Background: an optimization exercise with open tools, aiming at small area, a short achievable clock period and few clock cycles. Do not read the settings as production practice. The RTL was checked by simulation tests, not by an equivalence proof against the original design.

==> flow/design.v (outline; a module is shown in full before it is edited, if it fits) <==
// module md_sched: 153 lines
// module md_div: 2303 lines
// module md_mul: 2691 lines
// module md_fa: 4 lines
// module md_ha: 4 lines
// module md_neg: 13 lines
module md_sched #(
    parameter int unsigned MULT_CYCLES = 0,
    parameter int unsigned DIV_STEPS   = 8
) (
    input  logic        clk,
    input  logic        reset,
    input  logic        start,
    input  logic [3:0]  md_op,
    input  logic [31:0] rs,
    input  logic [31:0] rt,
    input  logic        id_md_use,
    output logic        busy,
    output logic        stall,
    output logic [31:0] hi,
    output logic [31:0] lo
);
  // ...
==> flow/run.sh <==
#!/bin/bash
# synth_recipe.tcl (not shown) runs the flow's synth.tcl, then flattens the netlist and writes it again
# the make line also repeats each setting of config.mk as NAME=value (left out here)
make -C /OpenROAD-flow-scripts/flow DESIGN_CONFIG=/design/flow/config.mk WORK_HOME=/design/flow/orfs CLKGATE_MAP_FILE= SYNTH_SCRIPT=/design/flow/synth_recipe.tcl finish
==> flow/config.mk <==
export PLATFORM = sky130hd
export DESIGN_NAME = md_sched
export DESIGN_NICKNAME = md_sched
export VERILOG_FILES = /design/flow/design.v
export SDC_FILE = /design/flow/constraint.sdc
export NUM_CORES = 4
export LEC_CHECK = 0
export CAP_MARGIN = 20
export CORE_MARGIN = 2
export CORE_UTILIZATION = 40
export SLEW_MARGIN = 20
export SYNTH_HIERARCHICAL = 1
export SYNTH_MINIMUM_KEEP_SIZE = 0
==> flow/constraint.sdc <==
create_clock -name core_clock -period 110.0 [get_ports {clk}]
set_input_delay 22.0000 -clock core_clock [delete_from_list [all_inputs] [get_ports {clk}]]
set_output_delay 22.0000 -clock core_clock [all_outputs]
set_load 0.01 [all_outputs]
==> flow_summary.json, run 1 <==
{
  "status": "timing/DRC/antenna clean",
  "crit_top_cell": "clkdlybuf4s50_1",
  "h-tree-depth": 3,
  "timing_worst_setup_path_type": "input port to output port",
  "core_area_sq_um": 125000,
  "synth_commonest_cells": "722 x xnor2_1, 691 x fa_1, 509 x a22oi_1, 405 x ha_1, 313 x clkbuf_1",
  "gp_congestion": 0.999,
  "die_w_um": 359,
  "clockRootBuffer": "clkbuf_16",
  "drv_slew": 0,
  "clock_sinks": 103,
  "synthCells": 5413,
  "worstSetupPathDepth": 5,
  "grt_pass1_vias": 43800,
  "reg2reg_to": "hi_q[16]$_DFFE_PN0P_",
  "reg2regPathDepth": 112,
  "inverters": 197,
  "clock_buffers": 10,
  "std_cell_rows": 130,
  "stdcell_area_sq_um": 53300,
  "min_path_type": "flop to flop",
  "final_common_cell": "xnor2_1"
}
Testbench counts, summed over its fixed seeds: cycles 4,057.
==> run 2, diff against run 1 <==
==> flow/flow/run.sh (new file) <==
#!/bin/bash
# The standard layout (standard.sh, unchanged synthesis and steps), except that the port
# buffers are buf_2 cells instead of the default delay-buffer cells.
set -o pipefail
export BUFFER_PORTS_ARGS="-buffer_cell sky130_fd_sc_hd__buf_2"
bash standard.sh > standard.log 2>&1
==> flow/standard.sh (new file) <==
#!/bin/bash
# synth_recipe.tcl (not shown) runs the flow's synth.tcl, then flattens the netlist and writes it again
# the make line also repeats each setting of config.mk as NAME=value (left out here)
make -C /OpenROAD-flow-scripts/flow DESIGN_CONFIG=/design/flow/config.mk WORK_HOME=/design/flow/orfs CLKGATE_MAP_FILE= SYNTH_SCRIPT=/design/flow/synth_recipe.tcl "${@:-finish}"
removed: flow/run.sh
==> run 2 against run 1 <==
Effect of this change: critical endpoint unchanged; clock-buffer cell count rose by 1; final cell count unchanged; non-clock buffer count decreased by 3; worst setup slack improved by 0.92 ns; wire length increased by 0.73%; worst hold slack worse by 0.0053 ns; critical path type unchanged; highest routed layer unchanged; register-to-register slack got worse by 0.59 ns; global-route usage is 0.45 points higher; flip-flop and latch count unchanged.
==> flow_summary.json, run 2 <==
{
  "final_cell_mix": "719 x xnor2_1, 691 x fa_1, 509 x a22oi_1",
  "rsz0062_at_grt": "false",
  "ant_nets": 0,
  "antenna_found_initial": 15,
  "cts_buffer_depth": 2,
  "cts_buffers": 9,
  "synth_top_area_share": 0.275,
  "synthCells": 5413,
  "h-tree-depth": 3,
  "drv_slew": 0,
  "synth_edf_count": 33,
  "synth_cell_types": 118,
  "finalSetupViolations": 0,
  "wl_mm": 201,
  "clock.fmax_ghz": 0.0222,
  "fill_cells": 12400,
  "grt.total_usage": 0.309,
  "min_path_type": "flop to flop",
  "cts.clk_slew.worst_paths_ns": 0.07,
  "yosysMostFrequentCell": "xnor2_1",
  "gp_congestion": 0.985,
  "top_regs": "b_q (32), hi_q (32), lo_q (32)",
  "std_cell_rows": 130,
  "drive_above_1_share": 0.117,
  "synth_ff_type": "dfrtp_1",
  "grt_use_met1": 0.412,
  "final_nets": 6410,
  "endpoint_kind": "output port",
  "die_area_sq_um": 129000,
  "post-route-drc-count": 0,
  "clockRootBuffer": "clkbuf_16",
  "synth_area_leaders": "fa_1 27%, xnor2_1 13%, ha_1 10%",
  "crit_required_ns": 88.00,
  "yosys.area.top_type": "fa_1",
  "stdcell_area_sq_um": 52800,
  "clock_sinks": 103,
  "clk_latency_ns": 0.38,
  "via_per_inst": 6.37,
  "cts.repair.resized": 0,
  "first_pass_iters": 8,
  "timing_worst_setup_path_type": "input port to output port",
  "slew_headroom": 0.210,
  "vias": 44000,
  "netlist_area_sq_um": 50400,
  "ys_ff_latch": 103,
  "placed_area_sq_um": 52500,
  "syn_to_final_growth_pct": 4.83,
  "place_ws_ns": 64.99,
  "crit_path_start_kind": "input port",
  "post_cts_buffers": 0,
  "avgSynthCellArea_sq_um": 9.30,
  "grt-busiest-layer": "met2",
  "critPathMaxFanout": 10,
  "core_area_sq_um": 125000,
  "die_h_um": 359,
  "port_buffers": 137,
  "dp.final_hpwl_mm": 153,
  "tightestPinTransition_ns": 1.18,
  "cp.arrival_ns": 23.07,
  "status": "timing/DRC/antenna clean",
  "grt_pass1_vias": 44200,
  "yosysSeqAreaShare": 0.0545,
  "wl_per_cell_um": 29.1,
  "syn_nets": 6581,
  "clock_skew_ns": 0.0269,
  "maxCapViolCount": 0,
  "use_met2": 0.470,
  "cts_hold_repair.buffers": 0,
  "finalCritPeriodShare": 0.410,
  "die_w_um": 359,
  "synth_commonest_cells": "722 x xnor2_1, 691 x fa_1, 509 x a22oi_1, 405 x ha_1, 313 x clkbuf_1",
  "final_common_cell": "xnor2_1",
  "first_iter_violations": 4390,
  "grt-ovfl-total": 0,
  "finalWorstSetupSlack_ns": 64.93,
  "grt_pass1_wl_mm": 297,
  "initial_core_util": 0.402,
  "fin_tns_setup_ns": 0,
  "global_route.usage.met3": 0.0629,
  "ys_warn_count": 10,
  "finalHoldViolCount": 0,
  "rrSetupSlack_ns": 78.62,
  "async_flop_share": 0.680,
  "cts_tree": "yes",
  "io-pin-count": 138,
  "grt_start_max_net_pins": 71,
  "period_minus_slack_ns": 45.07
}
-- run 2: cell count changes in the layout (fill, tap and decap cells not counted), sizes merged --
cell / before / now
buf: 206 / 305
bufinv: 0 / 1
diode: 8 / 10
clkbuf: 10 / 11
clkinv: 2 / 3
clkdlybuf4s50: 102 / 0
inv: 200 / 198
-- run 2: critical path: stages --
cell     delay [ns]
buf_2          0.21
mux2i_1        0.34
a21oi_1        0.24
nor2b_1        0.14
buf_2          0.13
-- run 2: layout make-up --
type | instances | area (sq um) | area share
clock inverter | 5 | 56.3 | 0.00107
antenna | 10 | 25.0 | 0.000474
multi-input combinational | 4626 | 45000 | 0.852
inverter | 197 | 739 | 0.0140
clock buffer | 11 | 233 | 0.00441
tap | 1650 | 2060 | 0.0391
timing repair buffer | 305 | 1950 | 0.0369
sequential | 103 | 2740 | 0.0520
-- run 2: per-stage QoR --
| stage | util | hold slack, ns | cells |
|---|---|---|---|
| after global placement | 0.419 | 0.487 | 6880 |
| after CTS | 0.421 | 0.506 | 6896 |
| after global routing | 0.421 | 0.536 | 6904 |
| after detailed placement | 0.419 | 0.496 | 6880 |
| after floorplan | - | 0.466 | 5413 |
| final | 0.421 | 0.502 | 6907 |
-- run 2: Yosys stat by module (local to each module, per instance) --
module | cells | copies in the design | cell area (sq um)
md_ha | 1 | 110 | 12.5
md_fa | 1 | 561 | 20.0
md_div | 1510 | 1 | 13800
md_neg | 36 | 2 | 352
md_mul | 1962 | 1 | 13600
md_sched | 1198 | 1 | 9570
-- run 2: per-layer routing --
| layer | vias to the layer above | part of all wire |
|---|---|---|
| li1 | 18800 | - |
| met1 | 22200 | 0.40 |
| met2 | 2449 | 0.44 |
| met3 | 485 | 0.097 |
| met4 | 8 | 0.060 |
| met5 | - | 0.00028 |
-- run 2: worst paths after layout --
kind                       cells past startpoint          startpoint                   end
max in group asynchronous                      1               reset  hi_q[17]$_DFFE_PN0P_
min reg2reg                                    1  cnt[0]$_DFFE_PN0P_    cnt[0]$_DFFE_PN0P_
max reg2reg                                  113    b_q[3]$_DFFE_PP_   hi_q[7]$_DFFE_PN0P_
min                                            1  cnt[0]$_DFFE_PN0P_    cnt[0]$_DFFE_PN0P_
max                                            5            md_op[1]                 stall
min in group asynchronous                      1               reset   lo_q[9]$_DFFE_PN0P_
-- run 2: cells by family after synthesis --
family          Yosys count  share of synthesized area
compound gates         1498                      0.208
xor+xnor                936                      0.163
fa+ha+maj              1110                      0.378
buf+inv                 684                     0.0598
flops                   103                     0.0545
mux                     226                     0.0509
other cells               1                  0.0000745
simple gates            855                     0.0859
==> module md_sched, before the edit <==
module md_sched #(
    parameter int unsigned MULT_CYCLES = 0,
    parameter int unsigned DIV_STEPS   = 8
) (
    input  logic        clk,
    input  logic        reset,
    input  logic        start,
    input  logic [3:0]  md_op,
    input  logic [31:0] rs,
    input  logic [31:0] rt,
    input  logic        id_md_use,
    output logic        busy,
    output logic        stall,
    output logic [31:0] hi,
    output logic [31:0] lo
);
    localparam int K    = DIV_STEPS;
    localparam int NCH  = (32 + K - 1) / K;
    localparam int CW   = (NCH >= 16) ? 5 : (NCH >= 8) ? 4 : (NCH >= 4) ? 3 : (NCH >= 2) ? 2 : 1;
    logic [31:0]   hi_q, lo_q, b_q;
    logic          bci_q;
    logic          hi_neg, lo_neg;
    logic          busy_q;
    logic [CW-1:0] cnt;
    logic op_mul_s, op_mul_u, op_div_s, op_div_u, op_mthi, op_mtlo;
    logic op_macc, macc_signed, macc_sub;
    always_comb begin
        op_mul_s    = 1'b0;
        op_mul_u    = 1'b0;
        op_div_s    = 1'b0;
        op_div_u    = 1'b0;
        op_mthi     = 1'b0;
        op_mtlo     = 1'b0;
        op_macc     = 1'b0;
        macc_signed = 1'b0;
        macc_sub    = 1'b0;
        case (md_op)
            4'd0: op_mul_s = 1'b1;
            4'd1: op_mul_u = 1'b1;
            4'd2: op_div_s = 1'b1;
            4'd3: op_div_u = 1'b1;
            4'd4: op_mthi  = 1'b1;
            4'd5: op_mtlo  = 1'b1;
            4'd6: begin op_macc = 1'b1; macc_signed = 1'b1; end
            4'd7: begin op_macc = 1'b1; end
            4'd8: begin op_macc = 1'b1; macc_signed = 1'b1; macc_sub = 1'b1; end
            4'd9: begin op_macc = 1'b1; macc_sub = 1'b1; end
            default: ;
        endcase
    end
    logic op_div, op_mul, mul_signed;
    assign op_div     = op_div_s | op_div_u;
    assign op_mul     = op_mul_s | op_mul_u | op_macc;
    assign mul_signed = op_mul_s | (op_macc & macc_signed);
    logic [31:0] hi_t, lo_t;
    md_neg u_hi_neg (.x(hi_q), .n(hi_neg), .y(hi_t));
    md_neg u_lo_neg (.x(lo_q), .n(lo_neg), .y(lo_t));
    logic [32:0] mx;
    logic [63:0] mres;
    assign mx = {mul_signed & rs[31], rs};
    md_mul u_mul (
        .x   (mx),
        .y   ({mul_signed & rt[31], rt}),
        .neg (op_macc & macc_sub),
        .acc (op_macc ? {hi_t, lo_t} : 64'd0),
        .p   (mres)
    );
    logic        a_neg, b_neg, div_zero, b_ci;
    logic [31:0] a_mag, b_y;
    assign a_neg    = op_div_s & rs[31];
    assign b_neg    = op_div_s & rt[31];
    assign a_mag    = a_neg ? -rs : rs;
    assign b_y      = rt ^ {32{~b_neg}};
    assign b_ci     = ~b_neg;
    assign div_zero = (rt == 32'd0);
    logic [NCH:0] lt;
    assign lt[NCH] = 1'b1;
    for (genvar c = 0; c < NCH; c++) begin : g_cmp
        localparam int W = 32 - K * c;
        logic [W:0] cy;
        assign cy[0] = b_ci;
        for (genvar i = 0; i < W; i++) begin : g_bit
            assign cy[i+1] = (a_mag[i + K*c] & b_y[i]) | (a_mag[i + K*c] & cy[i]) | (b_y[i] & cy[i]);
        end
        if (c == 0) begin : g_full
            assign lt[c] = ~cy[W];
        end else begin : g_part
            assign lt[c] = ~(cy[W] & (&b_y[31:W]));
        end
    end
    logic [CW-1:0] nchunk;
    always_comb begin
        nchunk = CW'(NCH);
        for (int c = NCH - 1; c >= 0; c--)
            if (lt[c]) nchunk = CW'(c);
    end
    logic [31:0] rot, qmask, r_init, q_init;
    always_comb begin
        rot = a_mag;
        for (int s = 0; s < CW; s++)
            if (nchunk[s] && (K << s) < 32) rot = (rot >> (K << s)) | (rot << (32 - (K << s)));
        for (int i = 0; i < 32; i++)
            qmask[i] = (32 - i) <= K * int'(nchunk);
        r_init = rot & ~qmask;
        q_init = rot & qmask;
    end
    logic [31:0] r_step, q_step;
    md_div u_div (.r(hi_q), .q(lo_q), .y(b_q), .ci(bci_q), .r_o(r_step), .q_o(q_step));
    always_ff @(posedge clk or negedge reset) begin
        if (!reset) begin
            hi_q   <= '0;
            lo_q   <= '0;
            hi_neg <= 1'b0;
            lo_neg <= 1'b0;
            busy_q <= 1'b0;
            cnt    <= '0;
        end else if (busy_q) begin
            hi_q <= r_step;
            lo_q <= q_step;
            cnt  <= cnt - CW'(1);
            if (cnt == CW'(1)) busy_q <= 1'b0;
        end else if (start) begin
            if (op_mul) begin
                {hi_q, lo_q} <= mres;
                hi_neg <= 1'b0;
                lo_neg <= 1'b0;
            end else if (op_div & ~div_zero) begin
                hi_q   <= r_init;
                lo_q   <= q_init;
                hi_neg <= a_neg;
                lo_neg <= a_neg ^ b_neg;
                cnt    <= nchunk;
                busy_q <= (nchunk != '0);
            end else if (op_mthi) begin
                hi_q   <= rs;
                hi_neg <= 1'b0;
            end else if (op_mtlo) begin
                lo_q   <= rs;
                lo_neg <= 1'b0;
            end
        end
    end
    always_ff @(posedge clk) begin
        if (!busy_q && start && op_div) begin
            b_q   <= b_y;
            bci_q <= b_ci;
        end
    end
    assign busy  = busy_q;
    assign stall = id_md_use & (busy_q | (start & (op_mul | op_div)));
    assign hi    = hi_t;
    assign lo    = lo_t;
endmodule
==> run 3, diff against run 2 <==
--- a/flow/design.v
+++ b/flow/design.v
@@ -80,7 +80,7 @@
         logic [W:0] cy;
         assign cy[0] = b_ci;
         for (genvar i = 0; i < W; i++) begin : g_bit
-            assign cy[i+1] = (a_mag[i + K*c] & b_y[i]) | (a_mag[i + K*c] & cy[i]) | (b_y[i] & cy[i]);
+            md_maj u_maj (.a(a_mag[i + K*c]), .b(b_y[i]), .c(cy[i]), .y(cy[i+1]));
         end
         if (c == 0) begin : g_full
             assign lt[c] = ~cy[W];
@@ -151,6 +151,27 @@
     assign hi    = hi_t;
     assign lo    = lo_t;
 endmodule
+module md_neg (
+    input  logic [31:0] x,
+    input  logic        n,
+    output logic [31:0] y
+);
+    logic [32:0] c;
+    logic [31:0] t;
+    assign c[0] = n;
+    for (genvar i = 0; i < 32; i++) begin : g_bit
+        assign t[i] = x[i] ^ n;
+        md_ha u_ha (.a(t[i]), .b(c[i]), .s(y[i]), .co(c[i+1]));
+    end
+endmodule
+module md_maj (
+    input  logic a,
+    input  logic b,
+    input  logic c,
+    output logic y
+);
+    assign y = (a & b) | (a & c) | (b & c);
+endmodule
 module md_div (
     input  logic [31:0] r,
     input  logic [31:0] q,
@@ -5153,16 +5174,3 @@
     assign s  = a ^ b;
     assign co = a & b;
 endmodule
-module md_neg (
-    input  logic [31:0] x,
-    input  logic        n,
-    output logic [31:0] y
-);
-    logic [32:0] c;
-    logic [31:0] t;
-    assign c[0] = n;
-    for (genvar i = 0; i < 32; i++) begin : g_bit
-        assign t[i] = x[i] ^ n;
-        md_ha u_ha (.a(t[i]), .b(c[i]), .s(y[i]), .co(c[i+1]));
-    end
-endmodule
==> run 3 against run 2 <==
Effect of this change: still clean on timing, DRC and antenna; first-iteration DRC count up 17%; flip-flop and latch count unchanged; cell area down 0.79%; fmax down 0.61%; register-to-register slack worse by 0.25 ns; area after synthesis down 0.96%; die area down 0.95%; largest cell class unchanged.
==> flow_summary.json, run 3 <==
{
  "timing_worst_setup_path_type": "input port to output port",
  "synth_cell_types": 105,
  "async_flop_share": 0.680,
  "cts_buffers": 9,
  "cts_hold_repair.buffers": 0,
  "critPathMaxFanout": 10,
  "grt-ovfl-total": 0,
  "clockRootBuffer": "clkbuf_16",
  "tightestPinTransition_ns": 1.17,
  "wl_mm": 212,
  "status": "timing/DRC/antenna clean",
  "finalCritPeriodShare": 0.412,
  "clock_skew_ns": 0.0251,
  "cp.arrival_ns": 23.35,
  "crit_path_start_kind": "input port",
  "yosys.area.top_type": "fa_1",
  "dp.final_hpwl_mm": 158,
  "max_stage_delay_ns": 0.60,
  "drv_slew": 0,
  "first_pass_iters": 8,
  "cts_buffer_depth": 2,
  "cts.clk_slew.worst_paths_ns": 0.07,
  "endpoint_kind": "output port",
  "ys_warn_count": 10,
  "slew_headroom": 0.215,
  "critPathSlowestCell": "o21ai_0",
  "antenna_found_initial": 29,
  "yosysMostFrequentCell": "fa_1",
  "port_buffers": 137,
  "h-tree-depth": 3,
  "ys_ff_latch": 103,
  "avgSynthCellArea_sq_um": 9.40,
  "grt.total_usage": 0.328,
  "synth_commonest_cells": "691 x fa_1, 685 x xnor2_1, 506 x a22oi_1, 405 x ha_1, 290 x clkbuf_1",
  "syn_nets": 6471,
  "finalSetupViolations": 0,
  "top_regs": "b_q (32), hi_q (32), lo_q (32)",
  "post_cts_buffers": 0,
  "clock.fmax_ghz": 0.0221,
  "yosysSeqAreaShare": 0.0550,
  "crit_top_cell": "buf_2",
  "via_per_inst": 6.48,
  "finalHoldViolCount": 0,
  "critical-path-top-delay-family": "compound AO/OA/AOI/OAI gates",
  "final_common_cell": "fa_1",
  "grt_pass1_vias": 44300,
  "synthCells": 5303,
  "first_iter_violations": 5145,
  "multiInputGateArea_sq_um": 44600,
  "std_cell_rows": 129,
  "synth_ff_type": "dfrtp_1",
  "grt_pass1_wl_mm": 308,
  "rsz0062_at_grt": "false",
  "syn_to_final_growth_pct": 5.00,
  "fill_cells": 12300,
  "crit_required_ns": 88.00,
  "io-pin-count": 138,
  "synth_top_area_share": 0.277,
  "drive_above_1_share": 0.133,
  "core_area_sq_um": 124000,
  "synth_area_leaders": "fa_1 28%, xnor2_1 12%, ha_1 10%",
  "period_minus_slack_ns": 45.35,
  "gp_congestion": 1.02,
  "seqCellArea_sq_um": 2750,
  "fin_tns_setup_ns": 0,
  "die_w_um": 357,
  "synth_edf_count": 33,
  "wl_per_cell_um": 31.2,
  "maxCapViolCount": 0,
  "worstPathCellList": "buf_2 > nor2_1 > o21ai_0 > a21boi_0 > buf_2",
  "cts_tree": "yes",
  "final_cell_mix": "691 x fa_1, 685 x xnor2_1, 506 x a22oi_1",
  "grt_start_max_net_pins": 70,
  "min_path_type": "flop to flop",
  "vias": 44100,
  "die_area_sq_um": 128000,
  "post-route-drc-count": 0,
  "worst-path-buf-inv": 2,
  "initial_core_util": 0.403,
  "die_h_um": 357,
  "clk_latency_ns": 0.40,
  "final_nets": 6313,
  "clock_sinks": 103,
  "ant_nets": 0,
  "netlist_area_sq_um": 49900,
  "cts.repair.resized": 0
}
## run 3: changes by cell type in the layout (fill, tap and decap cells not counted), sizes merged, moves of 19 or more
cell,delta
a221oi,-49
a21oi,-51
o211ai,-19
o22ai,-34
xnor2,-37
a211oi,+32
or3,-19
maj3,+66
## run 3: logic make-up after synthesis
kind of cell,Yosys count,synth area share
compound gates,1376,0.192
fa+ha+maj,1176,0.397
mux,232,0.0525
xor+xnor,915,0.161
buf+inv,670,0.0584
other cells,1,0.0000752
simple gates,830,0.0842
flops,103,0.0550
## run 3: per-stage QoR
stage	cell area (sq um)	cells	worst slack (ns)	hold WS, ns	utilization
after global placement	52000	6771	64.70	0.486	0.421
after global routing	52300	6795	64.62	0.511	0.423
after CTS	52300	6787	64.68	0.493	0.423
after detailed placement	52000	6771	64.69	0.484	0.421
final	52400	6801	64.65	0.496	0.424
after floorplan	49900	5303	65.33	0.452	-
## run 3: worst paths after layout
| path | from | to | slack (ns) | cells past startpoint |
|---|---|---|---|---|
| worst min register to register | cnt[0]$_DFFE_PN0P_ | cnt[0]$_DFFE_PN0P_ | 0.50 | 1 |
| worst min-delay path | cnt[0]$_DFFE_PN0P_ | cnt[0]$_DFFE_PN0P_ | 0.50 | 1 |
| worst max register to register | b_q[5]$_DFFE_PP_ | hi_q[13]$_DFFE_PN0P_ | 78.37 | 113 |
| max in group asynchronous | reset | hi_neg$_DFFE_PN0P_ | 87.29 | 2 |
| min in group asynchronous | reset | lo_q[4]$_DFFE_PN0P_ | 21.41 | 1 |
| worst max-delay path | md_op[2] | stall | 64.65 | 5 |
## run 3: modules after synthesis, one instance, submodules excluded
| module | cell area, sq um | cells inside | times used | flops+latches |
|---|---|---|---|---|
| md_ha | 12.5 | 1 | 110 | 0 |
| md_sched | 8560 | 1045 | 1 | 103 |
| md_fa | 20.0 | 1 | 561 | 0 |
| md_mul | 13400 | 1930 | 1 | 0 |
| md_maj | 11.3 | 1 | 80 | 0 |
| md_neg | 352 | 36 | 2 | 0 |
| md_div | 13700 | 1505 | 1 | 0 |
## run 3: layer usage
metal,track usage,vias up,part of all wire
met4,0.178,12,0.063
li1,-,18400,-
met5,0,-,0.00039
met3,0.0916,606,0.12
met1,0.427,22100,0.39
met2,0.491,2903,0.43
## run 3: cell type report
cell class | count | area share
Clock inverter | 7 | 0.00170
Sequential cell | 103 | 0.0524
Tap cell | 1637 | 0.0391
Inverter | 210 | 0.0151
Clock buffer | 9 | 0.00430
Timing Repair Buffer | 291 | 0.0352
Multi-Input combinational cell | 4530 | 0.851
Antenna cell | 14 | 0.000669
## run 3: worst register-to-register path, delay by kind of cell, from the launching register on
kind / cells / cell delay, ns
compound gates: 64 / 15.06
fa+ha+maj: 8 / 2.61
buf+inv: 9 / 3.63
flops: 1 / 0.77
mux: 7 / 2.96
simple gates: 25 / 6.42
Testbench counts of run 3, summed over its fixed seeds: cycles 4,057.
==> run 4, diff against run 3 <==
--- a/flow/design.v
+++ b/flow/design.v
@@ -1,6 +1,6 @@
 module md_sched #(
-    parameter int unsigned MULT_CYCLES = 0,
-    parameter int unsigned DIV_STEPS   = 8
+    parameter int unsigned MULT_CYCLES = 5,
+    parameter int unsigned DIV_CYCLES  = 10
 ) (
     input  logic        clk,
     input  logic        reset,
@@ -14,7 +14,7 @@
     output logic [31:0] hi,
     output logic [31:0] lo
 );
-    localparam int K    = DIV_STEPS;
+    localparam int K    = 8;            
     localparam int NCH  = (32 + K - 1) / K;
     localparam int CW   = (NCH >= 16) ? 5 : (NCH >= 8) ? 4 : (NCH >= 4) ? 3 : (NCH >= 2) ? 2 : 1;
     logic [31:0]   hi_q, lo_q, b_q;
==> run 4 against run 3 <==
Effect of this change: register-to-register slack hardly changed; via count stayed put; area after synthesis stayed put; global-route usage stayed put; worst hold slack stayed put; cell area stayed put; critical path type unchanged.
==> flow_summary.json, run 4 <==
{
  "fin_tns_setup_ns": 0,
  "wl_mm": 212,
  "fin_util": 0.424,
  "slew_headroom": 0.215,
  "io-pin-count": 138,
  "die_w_um": 357,
  "synth_edf_count": 33,
  "grt_start_max_net_pins": 70,
  "finalHoldViolCount": 0,
  "synth_ff_type": "dfrtp_1",
  "ys_warn_count": 10,
  "port_buffers": 137,
  "syn_nets": 6471,
  "cts.repair.resized": 0,
  "die_h_um": 357,
  "gp_congestion": 1.02,
  "maxCapViolCount": 0,
  "die_area_sq_um": 128000,
  "initial_core_util": 0.403,
  "avgSynthCellArea_sq_um": 9.40,
  "grt_pass1_wl_mm": 308,
  "rsz0062_at_grt": "false",
  "synth_cell_types": 105,
  "ys_ff_latch": 103,
  "timing_worst_setup_path_type": "input port to output port",
  "status": "timing/DRC/antenna clean",
  "synthCells": 5303,
  "yosysMostFrequentCell": "fa_1",
  "critPathMaxFanout": 10,
  "synth_commonest_cells": "691 x fa_1, 685 x xnor2_1, 506 x a22oi_1, 405 x ha_1, 290 x clkbuf_1",
  "final_cell_mix": "691 x fa_1, 685 x xnor2_1, 506 x a22oi_1",
  "cp.arrival_ns": 23.35,
  "post_cts_buffers": 0,
  "grt.total_usage": 0.328,
  "h-tree-depth": 3,
  "synth_top_area_share": 0.277,
  "cts_buffers": 9,
  "async_flop_share": 0.680,
  "clock_skew_ns": 0.0251,
  "cts_tree": "yes",
  "via_per_inst": 6.48,
  "final_nets": 6313,
  "ant_nets": 0,
  "place_ws_ns": 64.69,
  "tightestPinTransition_ns": 1.17,
  "clock.fmax_ghz": 0.0221,
  "cts_buffer_depth": 2,
  "post-route-drc-count": 0,
  "grt_pass1_vias": 44300,
  "clockRootBuffer": "clkbuf_16",
  "finalSetupViolations": 0,
  "first_pass_iters": 8,
  "antenna_found_initial": 29,
  "yosysSeqAreaShare": 0.0550,
  "synth_area_leaders": "fa_1 28%, xnor2_1 12%, ha_1 10%",
  "cts.clk_slew.worst_paths_ns": 0.07,
  "std_cell_rows": 129,
  "cts_hold_repair.buffers": 0,
  "yosys.area.top_type": "fa_1",
  "drv_slew": 0,
  "syn_to_final_growth_pct": 5.00,
  "fill_cells": 12300,
  "netlist_area_sq_um": 49900,
  "dp.final_hpwl_mm": 158,
  "grt-ovfl-total": 0,
  "finalWorstSetupSlack_ns": 64.65,
  "period_minus_slack_ns": 45.35,
  "vias": 44100,
  "drive_above_1_share": 0.133,
  "endpoint_kind": "output port",
  "finalCritPeriodShare": 0.412,
  "final_common_cell": "fa_1",
  "clk_latency_ns": 0.40,
  "crit_path_start_kind": "input port",
  "first_iter_violations": 5145,
  "clock_sinks": 103,
  "min_path_type": "flop to flop",
  "wl_per_cell_um": 31.2,
  "top_regs": "b_q (32), hi_q (32), lo_q (32)",
  "core_area_sq_um": 124000,
  "crit_required_ns": 88.00
}
==> run 4: cell counts after synthesis <==
Identical to the previous run, type by type.
==> run 4: layout make-up <==
| class | count | area (sq um) | share of cell area |
|---|---|---|---|
| Clock buffer | 9 | 225 | 0.00430 |
| Antenna cell | 14 | 35.0 | 0.000669 |
| Tap cell | 1637 | 2050 | 0.0391 |
| Clock inverter | 7 | 88.8 | 0.00170 |
| Timing Repair Buffer | 291 | 1840 | 0.0352 |
| Inverter | 210 | 790 | 0.0151 |
| Sequential cell | 103 | 2750 | 0.0524 |
| Multi-Input combinational cell | 4530 | 44600 | 0.851 |
==> run 4: per-stage QoR <==
| step | cell area [sq um] | hold slack, ns | std cells |
|---|---|---|---|
| floorplan | 49900 | 0.452 | 5303 |
| global placement | 52000 | 0.486 | 6771 |
| detailed placement | 52000 | 0.484 | 6771 |
| CTS | 52300 | 0.493 | 6787 |
| global route | 52300 | 0.511 | 6795 |
| finish | 52400 | 0.496 | 6801 |
==> run 4: worst max-delay path, stage by stage <==
cell and delay [ns]:
buf_2 0.22, nor2_1 0.14, o21ai_0 0.60, a21boi_0 0.19, buf_2 0.18
==> run 4: final timing paths <==
check	startpoint	endpoint	slack [ns]	cells past startpoint
max	md_op[2]	stall	64.65	5
min reg2reg	cnt[0]$_DFFE_PN0P_	cnt[0]$_DFFE_PN0P_	0.50	1
min in group asynchronous	reset	lo_q[4]$_DFFE_PN0P_	21.41	1
max in group asynchronous	reset	hi_neg$_DFFE_PN0P_	87.29	2
min	cnt[0]$_DFFE_PN0P_	cnt[0]$_DFFE_PN0P_	0.50	1
max reg2reg	b_q[5]$_DFFE_PP_	hi_q[13]$_DFFE_PN0P_	78.37	113
==> run 4: layer usage <==
layer / vias to the layer above / GRT usage / part of all wire
li1: 18400 / - / -
met1: 22100 / 0.427 / 0.39
met4: 12 / 0.178 / 0.063
met3: 606 / 0.0916 / 0.12
met5: - / 0 / 0.00039
met2: 2903 / 0.491 / 0.43
==> run 4: cell families (layout without fill, tap and decap cells) <==
| group | count (synthesis) | count (layout) | share of synthesized area |
|---|---|---|---|
| flip-flops | 103 | 103 | 0.0550 |
| buffers and inverters | 670 | 517 | 0.0584 |
| AO/OA/AOI/OAI | 1376 | 1376 | 0.192 |
| multiplexers | 232 | 232 | 0.0525 |
| adder cells (fa/ha/maj) | 1176 | 1176 | 0.397 |
| other | 1 | 15 | 0.0000752 |
| XOR/XNOR | 915 | 915 | 0.161 |
| AND/OR/NAND/NOR | 830 | 830 | 0.0842 |
==> run 4: modules after synthesis, one instance, submodules excluded <==
module    times used  area (sq um)  flops+latches  cells inside
md_mul             1         13400              0          1930
md_neg             2           352              0            36
md_sched           1          8560            103          1045
md_fa            561          20.0              0             1
md_ha            110          12.5              0             1
md_maj            80          11.3              0             1
md_div             1         13700              0          1505
Testbench counts of run 4, summed over its fixed seeds: cycles 4,057.

[port drivers added, routing unchanged]
The results above use ideal ports. As a check the final layouts listed here were re-extracted and re-timed, cells and wires unchanged.
Step 1, drivers: a clkbuf_16 drives clk and a buf_2 each remaining input, both assumed.
Step 2 moves the port delays by t, midway between the first and last clock arrival at a register: inputs arrive t later, outputs are due t later. That takes back most of the time a late clock gives input paths.
Three values: ideal ports, drivers, drivers and shift; two values: the first two.
run | shift t [ns] | setup slack, ns | clock arrival spread, ns | worst register clock-pin slew, ns | pins driven straight from the clock port
run 1 | 0.446 | 64.003 / 63.836 / 63.836 | 0.018 / 0.017 | 0.09 / 0.09 | 1
run 2 | 0.419 | 64.926 / 64.737 / 64.737 | 0.027 / 0.027 | 0.09 / 0.09 | 1
run 3 | 0.445 | 64.650 / 64.476 / 64.476 | 0.025 / 0.025 | 0.10 / 0.10 | 1
run 4 | 0.445 | 64.650 / 64.476 / 64.476 | 0.025 / 0.025 | 0.10 / 0.10 | 1
After both steps setup and hold are still met in every run listed. For run 2, which loses most, drivers alone change the setup slack by -0.189 ns; drivers and shift together by -0.189 ns.
